This design comes from an exercise in tuning for small area, a short achievable clock period and few clock cycles per item on the open sky130 flow, not from production work. The RTL was checked by simulation tests, not by an equivalence proof against the original design. No activity file was given, so power comes from the tool's default toggle rates.

==> flow/design.v (outline; a module is shown in full before it is edited, if it fits) <==
// module conv_requant_packer: 1585 lines
// module rq_fa: 4 lines
// module rq_ha: 4 lines
module conv_requant_packer #(
  parameter int DATA_WIDTH = 8,
  parameter int ACC_WIDTH  = 32,
  parameter int BUS_WIDTH  = 128,
  parameter int ADDR_WIDTH = 18
) (
  input  logic                  clk,
  input  logic                  rst,
  input  logic                  start,
  input  logic [ADDR_WIDTH-1:0] cfg_base_addr,
  input  logic [15:0]           cfg_scale,
  input  logic [4:0]            cfg_shift,
  input  logic [1:0]            cfg_act_mode,
  input  logic [DATA_WIDTH-1:0] cfg_clip_max,
  output logic                  busy,
  output logic                  done,
  input  logic                  in_valid,
  output logic                  in_ready,
  input  logic [ACC_WIDTH-1:0]  in_acc,
  input  logic [ACC_WIDTH-1:0]  in_bias,
  input  logic                  in_last,
  output logic                  out_valid,
  input  logic                  out_ready,
  output logic [ADDR_WIDTH-1:0] out_addr,
  output logic [BUS_WIDTH-1:0]  out_data,
  output logic                  out_last,
  output logic [15:0]           sat_count
);
  // ...
==> flow/flow/run.sh <==
#!/bin/bash
set -euo pipefail
export BUFFER_PORTS_ARGS="-buffer_cell sky130_fd_sc_hd__buf_1"
bash standard.sh "BUFFER_PORTS_ARGS=$BUFFER_PORTS_ARGS" finish > flow_make.log 2>&1
==> flow/standard.sh <==
#!/bin/bash
# synth_recipe.tcl (not shown) runs the flow's synth.tcl, then flattens the netlist and writes it again
# the make line also repeats each setting of config.mk as NAME=value (left out here)
make -C /OpenROAD-flow-scripts/flow DESIGN_CONFIG=/design/flow/config.mk WORK_HOME=/design/flow/orfs CLKGATE_MAP_FILE= SYNTH_SCRIPT=/design/flow/synth_recipe.tcl "${@:-finish}"
==> flow/config.mk <==
export PLATFORM = sky130hd
export DESIGN_NAME = conv_requant_packer
export DESIGN_NICKNAME = conv_requant_packer
export VERILOG_FILES = /design/flow/design.v
export SDC_FILE = /design/flow/constraint.sdc
export NUM_CORES = 4
export LEC_CHECK = 0
export ABC_AREA = 1
export CAP_MARGIN = 20
export CORE_MARGIN = 2
export CORE_UTILIZATION = 40
export GPL_ROUTABILITY_DRIVEN = 0
export SETUP_SLACK_MARGIN = 3.8
export SLEW_MARGIN = 20
export SYNTH_HIERARCHICAL = 1
export SYNTH_MINIMUM_KEEP_SIZE = 0
==> flow/constraint.sdc <==
create_clock -name core_clock -period 7.5 [get_ports {clk}]
set_input_delay 1.5000 -clock core_clock [delete_from_list [all_inputs] [get_ports {clk}]]
set_output_delay 1.5000 -clock core_clock [all_outputs]
set_load 0.01 [all_outputs]
==> summary.txt, run 1 <==
==============================================================================
Outcome                                                           finished clean
Count of multi-input gates                                               2,108
Logic power comb                                                       10.7 mW
Summed area of non-filler cells in the final layout               32,900 sq um
Met3 routed WL                                                         6120 um
Drt first pass iters                                                         5
Synthesized-area fraction occupied by ao, oa, aoi and oai cells          0.111
Max Clock Freq                                                         274 MHz
Cell leakage power                                                     13.5 nW
Setup repair after global routing missed its margin                       true
Switching part of the total                                              0.457
Avg WL per Cell                                                        19.1 um
Placed wire-length estimate                                          56,300 um
Worst setup slack for register-to-register paths                       3.86 ns
Via count of the first global-routing pass                              22,000
Class of the most critical setup path                             flop to flop
Leading cell kind                                                 multi-input combinational cells
Internal power                                                         8.80 mW
EDFF count, synth                                                          328
Worst IR Drop VDD                                                     0.284 mV
Power consumed by sequential cells                                     3.38 mW
Placed cell areas                                                 30,500 sq um
Reg clk slew, reported paths                                           0.06 ns
Number of tap cells added at floorplan                                     940
Fraction of met1 tracks used by global routing                           0.278
Top routing layer used                                                    met4
Slowest stage cell, crit path                                     sky130_fd_sc_hd__inv_1
Initial antenna violation count                                              0
End of the critical path                                          s2_c_q[19]$_DFFE_PN_
Relative area of non-clock buffer cells in the final design             0.0533
Final worst path period need                                           3.64 ns
DR iter-0 viols                                                          1,833
Proportion of cell area spent on the clock network                      0.0435
Most frequent cells in the layout                                 521 x sky130_fd_sc_hd__nand2_1, 328 x sky130_fd_sc_hd__edfxtp_1, 322 x sky130_fd_sc_hd__inv_1
Cell repeated most along the worst path                           sky130_fd_sc_hd__fa_1
Layout clock buffers                                                        54
Synth Flop Type                                                   sky130_fd_sc_hd__edfxtp_1
YS warnings                                                                  7
TritonCTS buffer count                                                      41
Count of final hold-check violations                                         0
==============================================================================
Testbench counts, summed over its fixed seeds: cycles 9,487, items 9,247.
==> inputs of run 2 (changes only) <==
--- a/flow/config.mk
+++ b/flow/config.mk
@@ -10,6 +10,5 @@
 export CORE_MARGIN = 2
 export CORE_UTILIZATION = 40
-export GPL_ROUTABILITY_DRIVEN = 0
-export SETUP_SLACK_MARGIN = 3.8
+export SETUP_SLACK_MARGIN = 3.6
 export SLEW_MARGIN = 20
 export SYNTH_HIERARCHICAL = 1
==> run 2 against run 1 <==
Effect of this change:
- die area did not move
- worst hold slack barely moved
- worst setup slack got worse by 0.22 ns
- highest routed layer is now met5
==> summary.txt, run 2 <==
==============================================================================
Outcome                                                           finished clean
Avg WL per Cell                                                        19.1 um   +0.30%
Arrival time at the worst endpoint                                     4.17 ns
EDFF count, synth                                                          328   unchanged
Synth Flop Type                                                   sky130_fd_sc_hd__edfxtp_1
Share of synthesized cell area in and, or, nand and nor gates            0.129
Count of pins over their slew limit                                          0
Fraction of registers with async set/reset                                   0
Fraction of synthesized cell area in xor and xnor cells                  0.102
Most frequent cells in the layout                                 529 x sky130_fd_sc_hd__nand2_1, 333 x sky130_fd_sc_hd__inv_1, 328 x sky130_fd_sc_hd__edfxtp_1
Post-route setup TNS                                                      0 ns
Synthesized area per cell                                           9.63 sq um
Remaining design rule violation count                                        0
Flip-flop count of the largest register after layout                       128
Nets in the synthesized netlist                                          3,445
Count of antenna-violating nets left after detailed routing                  0
Clock skew after layout                                              0.0246 ns
Number of instances in the placed design                                 4,058
Via count of the first global-routing pass                              22,200   +1.3%
Yosys top cell area share                                                0.345
CTS H-tree lvls                                                              2
Number of diodes                                                             0
Die width                                                               271 um
Reg clk slew, reported paths                                           0.06 ns   about the same
TritonCTS buffer count                                                      41   unchanged
TritonCTS clock tree                                                       yes
Worst IR Drop VDD                                                     0.285 mV   +0.55%
Final #Nets                                                              3,653
Final estimated routing congestion in global placement                   0.923
Class of the most critical setup path                             flop to flop
Final worst path period need                                           3.86 ns   +0.220 ns
Largest register by flop count                                          word_q
Register bit total from synthesis                                          354
Synthesized-area fraction occupied by ao, oa, aoi and oai cells          0.111   unchanged
Count of final hold-check violations                                         0   unchanged
Fin Hold WS                                                           0.419 ns
Boundary pin count                                                         286
DR iter-0 viols                                                          1,826   -0.38%
Pre-CTS worst setup slack                                              3.20 ns
Placed wire-length estimate                                          57,100 um   +1.4%
Most frequent cells after synthesis                               538 x sky130_fd_sc_hd__nand2_1, 339 x sky130_fd_sc_hd__inv_1, 328 x sky130_fd_sc_hd__edfxtp_1
Adder-cell area share of the yosys netlist                               0.221
Post-synthesis cell area                                          28,600 sq um
Number of buffers inserted by port buffering                               285
Syn-to-layout area delta                                                 12.6%
Smallest setup slack after layout                                      3.64 ns
Die area                                                          73,500 sq um
Wire length of the first global-routing pass                        125,000 um
Class of the worst hold path                                      flop to flop
Leading post-synthesis cells by cell area                         sky130_fd_sc_hd__edfxtp_1 34%, sky130_fd_sc_hd__fa_1 17%, sky130_fd_sc_hd__xor2_1 9.0%
Transition time at the pin with the least slew margin                  1.03 ns
Vias per Instance                                                         5.33
Effective utilization at floorplan                                       0.406
Hold buffer count at cts                                                     0
Share of synthesized area occupied by flip-flops and latches             0.363
Nature of the critical path startpoint                                    flop
Remaining Overflow, GRT                                                      0
Clock Latency Late Sink                                                0.59 ns
Row count                                                                   97
Regs by FF count                                                  word_q: 128 flops, s2_a_q: 48 flops, s2_c_q: 47 flops
Final std cells w/o fill                                                 4,144
Overall Global Routing Usage                                             0.214
Count of vias placed by the detailed router                             22,100
Count of maximum capacitance violations                                      0
Clk sink count                                                             354
Std-Cell Core Area                                                70,400 sq um
Cell with the most instances after synthesis                      sky130_fd_sc_hd__nand2_1
Max Fanout on Critical Path                                                 16
Drt first pass iters                                                         5   unchanged
Syn Inst Count                                                           2,964
Count of endpoints failing setup in the final report                         0
Clock Tree Root                                                   sky130_fd_sc_hd__clkbuf_16
Setup repair after global routing missed its margin                       true
Share of cells above drive strength 1                                   0.0671
Post-synthesis cell type count                                              56
Type of destination of the critical path                                  flop
Pwr dens                                                           475 nW/um^2
Max Clock Freq                                                         259 MHz   -5.7%
Most common cell after layout, fill and taps aside                sky130_fd_sc_hd__nand2_1
Required time reported for the critical path endpoint                  7.81 ns
Worst max-slew margin expressed relative to the limit                    0.308
Final Cycle Share                                                        0.515
Combinational family with the most area after synthesis            adder cells
Max Root-Sink Buffers                                                        3
Maximum number of pins on one net before global-route repair                76
Die height                                                              271 um
Initial antenna violation count                                              1   +1
Cell leakage power                                                     13.3 nW   -1.7%
Utilization after layout                                                 0.457
Routed WL                                                            79,200 um
YS warnings                                                                  7   unchanged
Cell type contributing the most total cell area after synthesis   sky130_fd_sc_hd__edfxtp_1
Multiplexer fraction of the synthesized cell area                      0.00416
==============================================================================
run 2: changes by cell type in the layout (fill, tap and decap cells not counted), moves of 7 or more:
cell                       previous run  this run
sky130_fd_sc_hd__buf_4               60        33
sky130_fd_sc_hd__ha_1               106       122
sky130_fd_sc_hd__ha_4                13         1
sky130_fd_sc_hd__inv_1              322       333
sky130_fd_sc_hd__o21ai_0            121       130
sky130_fd_sc_hd__nand2_1            521       529
sky130_fd_sc_hd__clkbuf_1            12         5
sky130_fd_sc_hd__o21ai_1             19        12
run 2: final cells by class:
type,count,area [sq um]
clock inverters,29,347
multi-input cells,2105,16400
inverters,343,1310
fillers,6759,38300
repair inverters,3,22.5
well taps,940,1180
clock buffers,46,1040
flip-flops and latches,354,10400
repair buffers,324,1440
run 2: per-module statistics from Yosys (local to each module, per instance):
| module | times used | cells |
|---|---|---|
| conv_requant_packer | 1 | 2733 |
| rq_fa | 211 | 1 |
| rq_ha | 20 | 1 |
run 2: worst paths after layout:
path	startpoint	end	slack, ns	depth (start not counted)
hold / removal	s2_last_q$_DFFE_PN_	s3_last_q$_DFFE_PN_	0.42	0
hold reg to reg	s2_last_q$_DFFE_PN_	s3_last_q$_DFFE_PN_	0.42	0
setup / recovery	cfg_two_q[1]$_DFFE_PP_	s2_c_q[25]$_DFFE_PN_	3.64	7
setup reg to reg	cfg_two_q[1]$_DFFE_PP_	s2_c_q[25]$_DFFE_PN_	3.64	7
run 2: worst max-delay path, cell delays in order, from the launching register on:
cell and delay (ns):
sky130_fd_sc_hd__edfxtp_1 0.57, sky130_fd_sc_hd__clkinvlp_4 0.47, sky130_fd_sc_hd__o22ai_1 0.32, sky130_fd_sc_hd__xor2_1 0.20, sky130_fd_sc_hd__fa_1 0.51, sky130_fd_sc_hd__fa_1 0.49
sky130_fd_sc_hd__fa_1 0.55, sky130_fd_sc_hd__fa_1 0.47
run 2: cell families after synthesis:
| logic type | count (synthesis) |
|---|---|
| flops | 354 |
| xor+xnor | 333 |
| buf+inv | 505 |
| simple gates | 864 |
| compound gates | 535 |
| mux | 11 |
| fa+ha+maj | 362 |
run 2: timing repair:
item | CTS | global route
buffers inserted | 0 | 7
pin swaps | 0 | 5
gates resized for setup | 17 | 29
gates cloned | 0 | 4
setup endpoints to repair | 108 | 142
run 2: through the flow:
stage	total power [mW]	instance area [sq um]
6_report	15.3	32100
4_1_cts	15.1	31900
3_5_place_dp	13.0	30500
2_1_floorplan	9.99	28700
5_1_grt	16.8	32100
3_3_place_gp	12.9	30500
run 2: power breakdown:
part | switching, mW | total [mW] | internal (mW)
sequential | 0.211 | 3.34 | 3.13
combinational | 5.92 | 9.89 | 3.96
clock | 0.854 | 2.05 | 1.20
run 2: layer usage:
layer	vias to the layer above	track usage	share of wire
met5	-	0	0.00019
met4	2	0.0872	0.041
met3	191	0.0368	0.078
met2	971	0.352	0.47
met1	10500	0.280	0.41
li1	10400	-	-
==> inputs of run 3 (changes only) <==
--- a/flow/config.mk
+++ b/flow/config.mk
@@ -10,5 +10,5 @@
 export CORE_MARGIN = 2
 export CORE_UTILIZATION = 40
-export SETUP_SLACK_MARGIN = 3.6
+export SETUP_SLACK_MARGIN = 3.95
 export SLEW_MARGIN = 20
 export SYNTH_HIERARCHICAL = 1
==> run 3 against run 2 <==
Effect of this change:
- first-iteration DRC count is 7.0% higher
- critical path type unchanged
- cell area is 5.8% higher
- still clean on timing, DRC and antenna
- global-route usage is 0.32 points higher
- final cell count is 2.9% higher
==> summary.txt, run 3 <==
==============================================================================
Clock Tree Root                                                   sky130_fd_sc_hd__clkbuf_16
Number of diodes                                                             0   unchanged
Critical path buffer and inverter count                                      3   +2
Placed wire-length estimate                                          56,300 um   -1.3%
Final estimated routing congestion in global placement                   0.916   -0.78%
Fin Hold WS                                                           0.419 ns   +0.0000950 ns
TritonCTS clock tree                                                       yes
Regs by FF count                                                  word_q: 128 flops, s2_a_q: 48 flops, s2_c_q: 47 flops
Cell leakage power                                                     13.9 nW   +4.5%
Pre-CTS worst setup slack                                              2.64 ns   -0.569 ns
Die area                                                          73,500 sq um   unchanged
Row count                                                                   97   unchanged
CTS H-tree lvls                                                              2   unchanged
Count of endpoints failing setup in the final report                         0   unchanged
Leading post-synthesis cells by cell area                         sky130_fd_sc_hd__edfxtp_1 34%, sky130_fd_sc_hd__fa_1 17%, sky130_fd_sc_hd__xor2_1 9.0%
Most frequent cells in the layout                                 516 x sky130_fd_sc_hd__nand2_1, 328 x sky130_fd_sc_hd__edfxtp_1, 298 x sky130_fd_sc_hd__inv_1
Count of antenna-violating nets left after detailed routing                  0   unchanged
Cell with the most instances after synthesis                      sky130_fd_sc_hd__nand2_1
Start point of the critical path                                  cfg_two_q[0]$_DFFE_PP_
Transition time at the pin with the least slew margin                  1.08 ns   +0.0516 ns
Vias per Instance                                                         5.33   about the same
Utilization after layout                                                 0.483   +0.0266
Hold buffer count at cts                                                     0   unchanged
Clk sink count                                                             354   unchanged
Synth Flop Type                                                   sky130_fd_sc_hd__edfxtp_1
Type of destination of the critical path                                  flop
Number of gates on the worst path with buffers counted                       9   +2
Cell family with the largest share of critical-path delay          adder cells
TritonCTS buffer count                                                      41   unchanged
Count of vias placed by the detailed router                             22,700   +2.9%
Post-synthesis cell type count                                              56   unchanged
Beginning of the worst register-to-register path                  cfg_two_q[0]$_DFFE_PP_
Cell type contributing the most total cell area after synthesis   sky130_fd_sc_hd__edfxtp_1
Overall Global Routing Usage                                             0.217   +0.00322
EDFF count, synth                                                          328   unchanged
Boundary pin count                                                         286   unchanged
Avg WL per Cell                                                        19.3 um   +0.90%
Largest register by flop count                                          word_q
Syn-to-layout area delta                                                 19.1%
Register bit total from synthesis                                          354   unchanged
Final worst path period need                                           3.63 ns   -0.234 ns
Post-synthesis cell area                                          28,600 sq um   unchanged
RR Endpoint                                                       s2_c_q[33]$_DFFE_PN_
Nature of the critical path startpoint                                    flop
Worst max-slew margin expressed relative to the limit                    0.281   -0.0271
Max Root-Sink Buffers                                                        3   unchanged
Reg clk slew, reported paths                                           0.06 ns   about the same
Setup repair after global routing missed its margin                       true
Worst setup slack for register-to-register paths                       3.87 ns   +0.23 ns
Die height                                                              271 um   unchanged
YS warnings                                                                  7   unchanged
Share of synthesized area occupied by flip-flops and latches             0.363   unchanged
Worst IR Drop VDD                                                     0.282 mV   -1.2%
Arrival time at the worst endpoint                                     3.94 ns   -0.23 ns
Final #Nets                                                              3,773   +3.3%
Count of final hold-check violations                                         0   unchanged
Total of fill cells in the finished design                               6,564   -2.9%
Number of buffers inserted by port buffering                               285   unchanged
Count of maximum capacitance violations                                      0   unchanged
Syn Inst Count                                                           2,964   unchanged
Initial antenna violation count                                              0   -1
End of the critical path                                          s2_c_q[33]$_DFFE_PN_
Max Clock Freq                                                         275 MHz   +6.4%
Count of pins over their slew limit                                          0   unchanged
Drt first pass iters                                                         6   +1
Max Fanout on Critical Path                                                  3   -13
Ordered cell list for the critical path                           buf_12 > clkinvlp_4 > a21oi_1 > xor2_1 > inv_1 > fa_2 > fa_1 > fa_1 > fa_1
Maximum number of pins on one net before global-route repair                85   +12%
Outcome                                                           finished clean
Routed WL                                                            82,300 um   +3.8%
Yosys top cell area share                                                0.345   unchanged
Share of cells above drive strength 1                                    0.137   +0.0704
Required time reported for the critical path endpoint                  7.81 ns   about the same
Wire length of the first global-routing pass                        126,000 um   +1.2%
Post-route setup TNS                                                      0 ns   unchanged
Cell repeated most along the worst path                           sky130_fd_sc_hd__fa_1
DR iter-0 viols                                                          1,953   +7.0%
Synthesized area per cell                                           9.63 sq um   unchanged
Largest incremental delay on the critical path                         0.54 ns   -0.03 ns
Slowest stage cell, crit path                                     sky130_fd_sc_hd__fa_1
Clock Latency Late Sink                                                0.59 ns   about the same
Class of the worst hold path                                      flop to flop
Smallest setup slack after layout                                      3.87 ns   +0.234 ns
Flip-flop count of the largest register after layout                       128   unchanged
Cells on worst reg2reg path                                                  9   +2
Std-Cell Core Area                                                70,400 sq um   unchanged
Most frequent cells after synthesis                               538 x sky130_fd_sc_hd__nand2_1, 339 x sky130_fd_sc_hd__inv_1, 328 x sky130_fd_sc_hd__edfxtp_1
Die width                                                               271 um   unchanged
Remaining design rule violation count                                        0   unchanged
Remaining Overflow, GRT                                                      0   unchanged
Clock skew after layout                                              0.0293 ns   +0.00477 ns
Most common cell after layout, fill and taps aside                sky130_fd_sc_hd__nand2_1
Nets in the synthesized netlist                                          3,445   unchanged
Class of the most critical setup path                             flop to flop
Effective utilization at floorplan                                       0.406   unchanged
Via count of the first global-routing pass                              22,600   +1.6%
Pwr dens                                                           479 nW/um^2   +0.86%
Final Cycle Share                                                        0.484   -0.0312
Fraction of registers with async set/reset                                   0   unchanged
==============================================================================
[run 3: changes by cell type in the layout (fill, tap and decap cells not counted), moves of 9 or more]
cell | before | now
sky130_fd_sc_hd__buf_12 | 5 | 26
sky130_fd_sc_hd__buf_6 | 0 | 13
sky130_fd_sc_hd__nand2_1 | 529 | 516
sky130_fd_sc_hd__o21ai_1 | 12 | 21
sky130_fd_sc_hd__ha_4 | 1 | 13
sky130_fd_sc_hd__buf_4 | 33 | 107
sky130_fd_sc_hd__ha_1 | 122 | 107
sky130_fd_sc_hd__clkinvlp_4 | 12 | 46
sky130_fd_sc_hd__inv_1 | 333 | 298
sky130_fd_sc_hd__fa_1 | 239 | 225
sky130_fd_sc_hd__fa_2 | 0 | 14
sky130_fd_sc_hd__o21ai_0 | 130 | 114
[run 3: metrics by stage]
| stage | power (mW) | std cells | cell area [sq um] |
|---|---|---|---|
| 2_1_floorplan | 9.99 | 2964 | 28700 |
| 3_5_place_dp | 13.1 | 4060 | 30500 |
| 3_3_place_gp | 13.0 | 4060 | 30500 |
| 4_1_cts | 15.4 | 4174 | 32400 |
| 6_report | 16.3 | 4264 | 34000 |
| 5_1_grt | 17.8 | 4264 | 34000 |
[run 3: kinds of logic after synthesis]
group                      Yosys count  synth area share
AOI/OAI and AO/OA                  535             0.111
buffers and inverters              505            0.0695
adders and majority gates          362             0.221
and+or+nand+nor                    864             0.129
muxes                               11           0.00416
xor gates and xnor gates           333             0.102
DFF                                354             0.363
[run 3: final cells by class]
class,count,area [sq um],share of cell area
multi-input cells,2108,17000,0.499
flip-flops and latches,354,10400,0.305
inverters,343,1440,0.0422
well taps,940,1180,0.0346
clock inverters,31,303,0.00890
repair inverters,6,45.0,0.00132
repair buffers,438,2660,0.0782
clock buffers,44,1040,0.0305
[run 3: routing by layer]
layer | GRT usage | part of all wire | vias up
met5 | 0 | 0 | -
met4 | 0.0891 | 0.039 | 0
met3 | 0.0444 | 0.085 | 202
met2 | 0.357 | 0.47 | 1085
met1 | 0.280 | 0.41 | 10800
li1 | - | - | 10600
[run 3: modules after synthesis (local to each module, per instance)]
module / copies in the design / cell area [sq um] / cells inside / flip-flops and latches
rq_ha: 20 / 12.5 / 1 / 0
conv_requant_packer: 1 / 24100 / 2733 / 354
rq_fa: 211 / 20.0 / 1 / 0
[run 3: worst min path at each step]
| stage | start | to | slack, ns | cells after the start |
|---|---|---|---|---|
| floorplan | s1_last_q$_DFFE_PN_ | s2_last_q$_DFFE_PN_ | 0.40 | 0 |
| global placement | s2_last_q$_DFFE_PN_ | s3_last_q$_DFFE_PN_ | 0.41 | 0 |
| detailed placement | s2_last_q$_DFFE_PN_ | s3_last_q$_DFFE_PN_ | 0.41 | 0 |
| CTS | s2_last_q$_DFFE_PN_ | s3_last_q$_DFFE_PN_ | 0.42 | 0 |
| global route | s2_last_q$_DFFE_PN_ | s3_last_q$_DFFE_PN_ | 0.43 | 0 |
| finish | s1_last_q$_DFFE_PN_ | s2_last_q$_DFFE_PN_ | 0.42 | 0 |
[run 3: power breakdown]
part / switching [mW] / internal [mW] / total [mW]
logic: 6.33 / 4.59 / 10.9
registers: 0.274 / 3.14 / 3.41
clock network: 0.852 / 1.13 / 1.98
total: 7.46 / 8.85 / 16.3
[run 3: what timing repair did]
item                                    4_1_cts  5_1_grt
endpoints found under the setup margin      312      214
setup buffers                                34       83
resized for setup                            60      184
gates cloned                                  5        7
pin swaps                                     6       46
==> inputs of run 4 (changes only) <==
==> flow/run.sh (new file) <==
#!/bin/bash
# synth_recipe.tcl (not shown) runs the flow's synth.tcl, then flattens the netlist and writes it again
# the make line also repeats each setting of config.mk as NAME=value (left out here)
make -C /OpenROAD-flow-scripts/flow DESIGN_CONFIG=/design/flow/config.mk WORK_HOME=/design/flow/orfs CLKGATE_MAP_FILE= SYNTH_SCRIPT=/design/flow/synth_recipe.tcl finish
--- a/flow/config.mk
+++ b/flow/config.mk
@@ -7,9 +7,10 @@
 export LEC_CHECK = 0
 export ABC_AREA = 1
-export CAP_MARGIN = 20
+export CAP_MARGIN = 0
 export CORE_MARGIN = 2
 export CORE_UTILIZATION = 40
-export SETUP_SLACK_MARGIN = 3.95
-export SLEW_MARGIN = 20
+export CTS_BUF_LIST = sky130_fd_sc_hd__clkbuf_4 sky130_fd_sc_hd__clkbuf_8
+export SETUP_SLACK_MARGIN = 3.8
+export SLEW_MARGIN = 0
 export SYNTH_HIERARCHICAL = 1
 export SYNTH_MINIMUM_KEEP_SIZE = 0
removed: flow/flow/run.sh
removed: flow/standard.sh
==> run 4 against run 3 <==
Effect of this change:
- still clean
- largest cell class unchanged
- via count is 1.9% higher
- critical path depth is 1 lower
- register-to-register slack worse by 0.05 ns
==> summary.txt, run 4 <==
==============================================================================
Worst max-slew margin expressed relative to the limit                   0.0691   -0.212
Logic gate share of total power                                          0.678   +0.008
Fin Hold WS                                                           0.426 ns   +0.00630 ns
YS warnings                                                                  7   unchanged
Number of buffers inserted by port buffering                               285   unchanged
Clock Tree Root                                                   sky130_fd_sc_hd__clkbuf_8
DR iter-0 viols                                                          1,902   -2.6%
Synthesized area per cell                                           9.63 sq um   unchanged
Die width                                                               271 um   unchanged
Area of all sequential standard cells                             10,400 sq um   unchanged
Class of the most critical setup path                             flop to flop
Fraction of power consumed by sequential logic                           0.209   about the same
Switching part of the total                                              0.468   +0.0104
Count of vias placed by the detailed router                             23,200   +1.9%
Utilization after layout                                                 0.499   +0.0154
Pre-CTS worst setup slack                                              2.66 ns   +0.0284 ns
Number of instances in the placed design                                 4,053   -0.17%
Syn-to-layout area delta                                                 22.9%
Most frequent cells after synthesis                               538 x sky130_fd_sc_hd__nand2_1, 339 x sky130_fd_sc_hd__inv_1, 328 x sky130_fd_sc_hd__edfxtp_1
Synth Flop Type                                                   sky130_fd_sc_hd__edfxtp_1
Smallest setup slack after layout                                      3.82 ns   -0.0520 ns
Flip-flop count of the largest register after layout                       128   unchanged
Maximum number of pins on one net before global-route repair                77   -9.4%
Std-Cell Core Area                                                70,400 sq um   unchanged
Post-route setup TNS                                                      0 ns   unchanged
Count of maximum capacitance violations                                      0   unchanged
Internal power                                                         8.65 mW   -2.2%
Regs by FF count                                                  word_q: 128 flops, s2_a_q: 48 flops, s2_c_q: 47 flops
Post-synthesis cell area                                          28,600 sq um   unchanged
Placed wire-length estimate                                          60,500 um   +7.4%
TritonCTS buffer count                                                      60   +46%
Row count                                                                   97   unchanged
Count of pins over their slew limit                                          0   unchanged
CTS H-tree lvls                                                              2   unchanged
Class of the worst hold path                                      flop to flop
Final Cycle Share                                                        0.491   +0.00694
Part of the power in the clock network                                   0.114   -0.007
Transition time at the pin with the least slew margin                  1.38 ns   +0.303 ns
Type of destination of the critical path                                  flop
Most frequent cells in the layout                                 519 x sky130_fd_sc_hd__nand2_1, 328 x sky130_fd_sc_hd__edfxtp_1, 311 x sky130_fd_sc_hd__inv_1
Cell type contributing the most total cell area after synthesis   sky130_fd_sc_hd__edfxtp_1
Nets in the synthesized netlist                                          3,445   unchanged
Summed area of non-filler cells in the final layout               35,100 sq um   +3.2%
Die height                                                              271 um   unchanged
Placed cell areas                                                 32,200 sq um   +5.7%
Arrival time at the worst endpoint                                     4.06 ns   +0.12 ns
Leading post-synthesis cells by cell area                         sky130_fd_sc_hd__edfxtp_1 34%, sky130_fd_sc_hd__fa_1 17%, sky130_fd_sc_hd__xor2_1 9.0%
Cell leakage power                                                     14.4 nW   +4.1%
Remaining Overflow, GRT                                                      0   unchanged
Final #Nets                                                              3,762   -0.29%
Count of antenna-violating nets left after detailed routing                  0   unchanged
Initial antenna violation count                                              2   +2
Clk sink count                                                             354   unchanged
Pwr dens                                                           463 nW/um^2   -3.4%
Largest register by flop count                                          word_q
Syn Inst Count                                                           2,964   unchanged
Worst IR Drop VDD                                                     0.244 mV   -13%
Most common cell after layout, fill and taps aside                sky130_fd_sc_hd__nand2_1
Post-synthesis cell type count                                              56   unchanged
Overall Global Routing Usage                                             0.230   +0.0135
Max Clock Freq                                                         272 MHz   -1.4%
Count of endpoints failing setup in the final report                         0   unchanged
Count of final hold-check violations                                         0   unchanged
Wire length of the first global-routing pass                        134,000 um   +5.9%
Clock Latency Late Sink                                                0.69 ns   +0.10 ns
Reg clk slew, reported paths                                           0.07 ns   about the same
Yosys top cell area share                                                0.345   unchanged
Effective utilization at floorplan                                       0.406   unchanged
EDFF count, synth                                                          328   unchanged
Share of cells above drive strength 1                                    0.124   -0.0135
Setup repair after global routing missed its margin                       true
Required time reported for the critical path endpoint                  7.87 ns   +0.06 ns
Switching Power                                                        7.61 mW   +2.0%
Final worst path period need                                           3.68 ns   +0.0520 ns
Max Fanout on Critical Path                                                  7   +4
Vias per Instance                                                         5.42   +1.8%
Drt first pass iters                                                         8   +2
Boundary pin count                                                         286   unchanged
Die area                                                          73,500 sq um   unchanged
Clock skew after layout                                              0.0400 ns   +0.0107 ns
Routed WL                                                            87,800 um   +6.7%
Final std cells w/o fill                                                 4,272   +0.19%
TritonCTS clock tree                                                       yes
Max Root-Sink Buffers                                                        3   unchanged
Cell with the most instances after synthesis                      sky130_fd_sc_hd__nand2_1
Fraction of registers with async set/reset                                   0   unchanged
Hold buffer count at cts                                                     0   unchanged
Avg WL per Cell                                                        20.6 um   +6.5%
Area of the multi-input gates                                     16,900 sq um   -0.75%
Total of fill cells in the finished design                               6,434   -2.0%
Remaining design rule violation count                                        0   unchanged
Register bit total from synthesis                                          354   unchanged
Via count of the first global-routing pass                              23,500   +4.2%
Nature of the critical path startpoint                                    flop
Share of synthesized area occupied by flip-flops and latches             0.363   unchanged
Final estimated routing congestion in global placement                   0.935   +2.1%
Total power                                                            16.3 mW   -0.31%
Outcome                                                           finished clean
==============================================================================
run 4: cell families after synthesis:
group,Yosys count,synth area share
buffers and inverters,505,0.0695
DFF,354,0.363
AOI/OAI and AO/OA,535,0.111
and+or+nand+nor,864,0.129
adders and majority gates,362,0.221
muxes,11,0.00416
xor gates and xnor gates,333,0.102
run 4: cell type report:
type                       instances  area share
timing repair inverter            10     0.00221
inverter                         343      0.0398
multi-input combinational       2108       0.480
timing repair buffer             404       0.112
tap                              940      0.0335
clock buffer                      78      0.0279
clock inverter                    33     0.00884
antenna                            2    0.000143
sequential                       354       0.295
run 4: worst max-delay path, stage by stage, from the launching register on:
cell	delay (ns)
sky130_fd_sc_hd__edfxtp_1	0.60
sky130_fd_sc_hd__clkinvlp_4	0.20
sky130_fd_sc_hd__buf_4	0.20
sky130_fd_sc_hd__o22ai_1	0.17
sky130_fd_sc_hd__xor2_1	0.25
sky130_fd_sc_hd__fa_1	0.48
sky130_fd_sc_hd__fa_1	0.45
sky130_fd_sc_hd__fa_1	0.54
sky130_fd_sc_hd__fa_1	0.46
run 4: Yosys stat by module, one instance, submodules excluded:
| module | flops+latches | cell area, sq um | cells inside |
|---|---|---|---|
| rq_ha | 0 | 12.5 | 1 |
| rq_fa | 0 | 20.0 | 1 |
| conv_requant_packer | 354 | 24100 | 2733 |
run 4: power groups by stage:
stage | Combinational (mW) | Clock, mW | Sequential [mW]
finish | 11.0 | 1.85 | 3.40
global route | 12.2 | 1.99 | 3.44
CTS | 10.2 | 1.91 | 3.35
detailed placement | 10.0 | 0 | 3.38
global placement | 9.87 | 0 | 3.36
floorplan | 6.68 | 0 | 3.31
run 4: path summary, 6_finish.rpt:
kind                                             start              endpoint  slack [ns]  depth (start not counted)
worst min register to register     s1_last_q$_DFFE_PN_   s2_last_q$_DFFE_PN_        0.43                          0
worst max-delay path            cfg_one_q[1]$_DFFE_PP_  s2_c_q[16]$_DFFE_PN_        3.82                          8
worst max register to register  cfg_one_q[1]$_DFFE_PP_  s2_c_q[16]$_DFFE_PN_        3.82                          8
worst min-delay path               s1_last_q$_DFFE_PN_   s2_last_q$_DFFE_PN_        0.43                          0
run 4: per-layer routing:
metal  vias up  part of all wire  GRT usage
met5         -                 0          0
met2      1166              0.48      0.393
li1      10600                 -          -
met1     11100              0.40      0.284
met3       273             0.080     0.0429
met4         0             0.045      0.105
run 4: repair_timing:
item,CTS,global route
cloned,8,6
resized for setup,54,107
setup buffers,28,64
endpoints found under the hold margin,0,0
pin swaps,7,26
endpoints found under the setup margin,168,190

==> separate check: timing with driven ports <==
In the flow no input, the clock included, has a driving cell. The finished layouts below were timed again as built, in two steps. Step 1 sets driving cells, clkbuf_16 on the clock port and buf_2 on the other inputs (assumed; they add their load-dependent delay and slew). Step 2, shift: input delay + t, output delay - t, t = (earliest + latest rising clock arrival at the registers) / 2. This alone moves slack from input paths to output paths. Slacks: no drivers / after step 1 / after step 2; pairs: no drivers / after step 1.
run	t, ns	setup slack, ns	worst setup path at the end
run 1	0.637	3.856 / 3.829 / 3.486	input to register
run 2	0.632	3.636 / 3.636 / 3.398	input to register
run 3	0.628	3.870 / 3.870 / 3.562	input to register
run 4	0.724	3.818 / 3.807 / 3.204	input to register
After both steps every run listed still meets setup and hold. The setup slack of run 4, which loses most, moves by -0.011 ns with the drivers and by -0.614 ns with both steps.
